From an optimization exercise on the open Yosys and OpenROAD flow, aimed at small area; shortcuts taken in it are not production practice. In this exercise RTL edits were held to simulation tests only and were not proved equivalent to the original. No activity file was given, so power comes from the tool's default toggle rates.

== job 5059 ==
==> flow/design.v (excerpt) <==
module range_match_tree_param
#(
    parameter int DATA_WIDTH = 32,
    parameter int DEPTH      = 5,
    parameter int RIDS_WIDTH = 32,
    localparam int NODE_W    = rmt_pkg::node_idx_width(DEPTH),
    localparam int NODES     = rmt_pkg::node_count(DEPTH),
    localparam int LEAVES    = rmt_pkg::leaf_count(DEPTH),
    localparam int WDATA_W   = (DATA_WIDTH > RIDS_WIDTH) ? DATA_WIDTH : RIDS_WIDTH
) (
    input  logic                  clk,
    input  logic                  reset,
    input  logic                  in_valid,
    input  logic [DATA_WIDTH-1:0] in_key,
    input  logic                  cfg_we,
    input  logic                  cfg_sel,
    input  logic [NODE_W-1:0]     cfg_addr,
    input  logic [WDATA_W-1:0]    cfg_wdata,
    output logic                  out_valid,
    output logic [RIDS_WIDTH-1:0] out_rids,
    output logic [DEPTH-1:0]      out_leaf
);
Size in the first run: roughly 4000 cells after synthesis, ~110 I/O pins, roughly 77000 um2 of cells after synthesis.
Settings: LEC_CHECK=0, CAP_MARGIN=5, CORE_MARGIN=2, CORE_UTILIZATION=55, CTS_BUF_LIST=sky130_fd_sc_hd__clkbuf_8, CTS_CLUSTER_DIAMETER=70, CTS_CLUSTER_SIZE=18, SLEW_MARGIN=5, SYNTH_HIERARCHICAL=1; clock period 6.0 ns.
standard.sh (not shown) runs the stock make flow with config.mk's settings and CLKGATE_MAP_FILE= SYNTH_SCRIPT=/design/flow/synth_recipe.tcl, a recipe that flattens the netlist after the stock synthesis.
==> flow/flow/run.sh <==
#!/bin/bash
# Standard layout with three changes:
#  - after the standard synthesis, every combinational cell is set to the smallest drive
#    strength of its type (flip-flops untouched); repair sizes up what timing needs;
#  - the port buffers are sky130_fd_sc_hd__buf_1 instead of the resizer's default pick;
#  - clock tree synthesis inserts no dummy loads.
# Each tool's output goes to a log file of its own in this folder.
set -euo pipefail
R=orfs/results/${FLOW_PLATFORM}/range_match_tree_param/base
LIB=${FLOW_HOME}/platforms/${FLOW_PLATFORM}/lib/sky130_fd_sc_hd__tt_025C_1v80.lib

bash standard.sh synth > synth.log 2>&1

cp "$R/1_2_yosys.v" "$R/1_2_yosys.standard.v"
python3 flow/downsize.py "$LIB" "$R/1_2_yosys.standard.v" "$R/1_2_yosys.v" > downsize.log 2>&1
rm -f "$R/1_synth.odb"
bash standard.sh synth > synth_odb.log 2>&1

export BUFFER_PORTS_ARGS="-buffer_cell sky130_fd_sc_hd__buf_1"
export CTS_ARGS="-sink_clustering_enable -repair_clock_nets -dont_use_dummy_load -sink_clustering_size 18 -sink_clustering_max_diameter 70 -buf_list sky130_fd_sc_hd__clkbuf_8"
bash standard.sh > layout.log 2>&1
Other scripts of this flow, unchanged in this note and not shown: flow/flow/downsize.py
Setup changes, job 5059 to job 7595
# job 5059
export LEC_CHECK = 0
export CAP_MARGIN = 5
export CORE_MARGIN = 2
export CORE_UTILIZATION = 55
export CTS_BUF_LIST = sky130_fd_sc_hd__clkbuf_8
export CTS_CLUSTER_DIAMETER = 70
export CTS_CLUSTER_SIZE = 18
export SLEW_MARGIN = 5
export SYNTH_HIERARCHICAL = 1
create_clock -name core_clock -period 6.0 [get_ports {clk}]
# job 7595
export LEC_CHECK = 0
export CAP_MARGIN = 5
export CORE_MARGIN = 2
export CORE_UTILIZATION = 55
export CTS_BUF_LIST = sky130_fd_sc_hd__clkbuf_8
export CTS_CLUSTER_DIAMETER = 100
export CTS_CLUSTER_SIZE = 18
export SLEW_MARGIN = 5
export SYNTH_HIERARCHICAL = 1
create_clock -name core_clock -period 6.0 [get_ports {clk}]
--- a/flow/flow/run.sh
+++ b/flow/flow/run.sh
@@ -20 +20 @@
-export CTS_ARGS="-sink_clustering_enable -repair_clock_nets -dont_use_dummy_load -sink_clustering_size 18 -sink_clustering_max_diameter 70 -buf_list sky130_fd_sc_hd__clkbuf_8"
+export CTS_ARGS="-sink_clustering_enable -repair_clock_nets -dont_use_dummy_load -sink_clustering_size 18 -sink_clustering_max_diameter 100 -buf_list sky130_fd_sc_hd__clkbuf_8"
## What came out
Job 7595 ran to completion and came out clean on the timing, DRC and antenna checks. Job 7595 — setup slack 0.014 ns lower, job 5059 as reference. Diff job 5059 -> job 7595: maximum resistive drop on vdd went down by 2.4%, internal power component roughly the same. Changes observed in job 7595 relative to job 5059: cell area held steady; met2 capacity usage during global routing shrank by 0.28 points; synthesized area held steady. Job 5059 → job 7595: aggregate global-route resource usage shows no meaningful change, fraction of area in registers shows no meaningful change, met2 wirelength from detailed routing shows no meaningful change, hold slack shows an increase of 0.011 ns.
Edits applied to the flow inputs when going from job 7595 to job 7711:
# job 7595
export LEC_CHECK = 0
export CAP_MARGIN = 5
export CORE_MARGIN = 2
export CORE_UTILIZATION = 55
export CTS_BUF_LIST = sky130_fd_sc_hd__clkbuf_8
export CTS_CLUSTER_DIAMETER = 100
export CTS_CLUSTER_SIZE = 18
export SLEW_MARGIN = 5
export SYNTH_HIERARCHICAL = 1
create_clock -name core_clock -period 6.0 [get_ports {clk}]
# job 7711
export LEC_CHECK = 0
export CAP_MARGIN = 20
export CORE_MARGIN = 2
export CORE_UTILIZATION = 40
export CTS_BUF_LIST = sky130_fd_sc_hd__clkbuf_8
export CTS_CLUSTER_DIAMETER = 40
export CTS_CLUSTER_SIZE = 12
export SLEW_MARGIN = 20
export SYNTH_HIERARCHICAL = 1
create_clock -name core_clock -period 6.0 [get_ports {clk}]
--- a/flow/flow/run.sh
+++ b/flow/flow/run.sh
@@ -2 +2 @@
-# Standard layout with three changes:
+# Standard layout with two changes:
@@ -5,2 +5 @@
-#  - the port buffers are sky130_fd_sc_hd__buf_1 instead of the resizer's default pick;
-#  - clock tree synthesis inserts no dummy loads.
+#  - the port buffers are sky130_fd_sc_hd__buf_1 instead of the resizer's default pick.
@@ -20 +18,0 @@
-export CTS_ARGS="-sink_clustering_enable -repair_clock_nets -dont_use_dummy_load -sink_clustering_size 18 -sink_clustering_max_diameter 100 -buf_list sky130_fd_sc_hd__clkbuf_8"
--- outcome ---
Job 7595 → job 7711: via count climbed 758, layout cell share with drive strength beyond 1 climbed 3.1 points, height of the die climbed 65 um.
Compared to job 7595, job 7711 leaves more free space in the core.
Job 7711 vs job 7595 — part of the power in the clock network rose 7.0 points.
Detailed-routing iteration count for the pre-antenna-repair pass, job 7711 and job 7595, higher one = job 7711.
Any difference in switching part of the total between job 7711 and job 7595 is small enough to ignore.
Job 7711: count of fill cells added during filler insertion 5913 above job 7595
When job 7711 is measured against job 7595, its critical path depth turns out 1 lower.
Taking job 7595 as the reference, in job 7711 placer's final routability congestion estimate saw a decrease, normalized max-slew margin saw a decrease.

==> what the ideal ports hide <==
The results above use ideal ports. As a check the final layouts listed here were re-extracted and re-timed, cells and wires unchanged.
Step 1 assumes that a clkbuf_16 drives the clock port and a buf_2 every other input.
Step 2 also shifts input and output timing later by t, the mid clock arrival at the registers, as if the neighbouring blocks saw the same clock.
Slacks: ideal ports / drivers / drivers and shift; pairs: ideal ports / drivers.
run	t, ns	setup WS [ns]	worst setup path after step 2
job 5059	0.982	0.602 / 0.602 / 0.602	register to register
job 7595	0.947	0.588 / 0.588 / 0.588	register to register
job 7711	1.055	0.613 / 0.613 / 0.613	register to register
After both steps setup and hold are still met in every run listed.
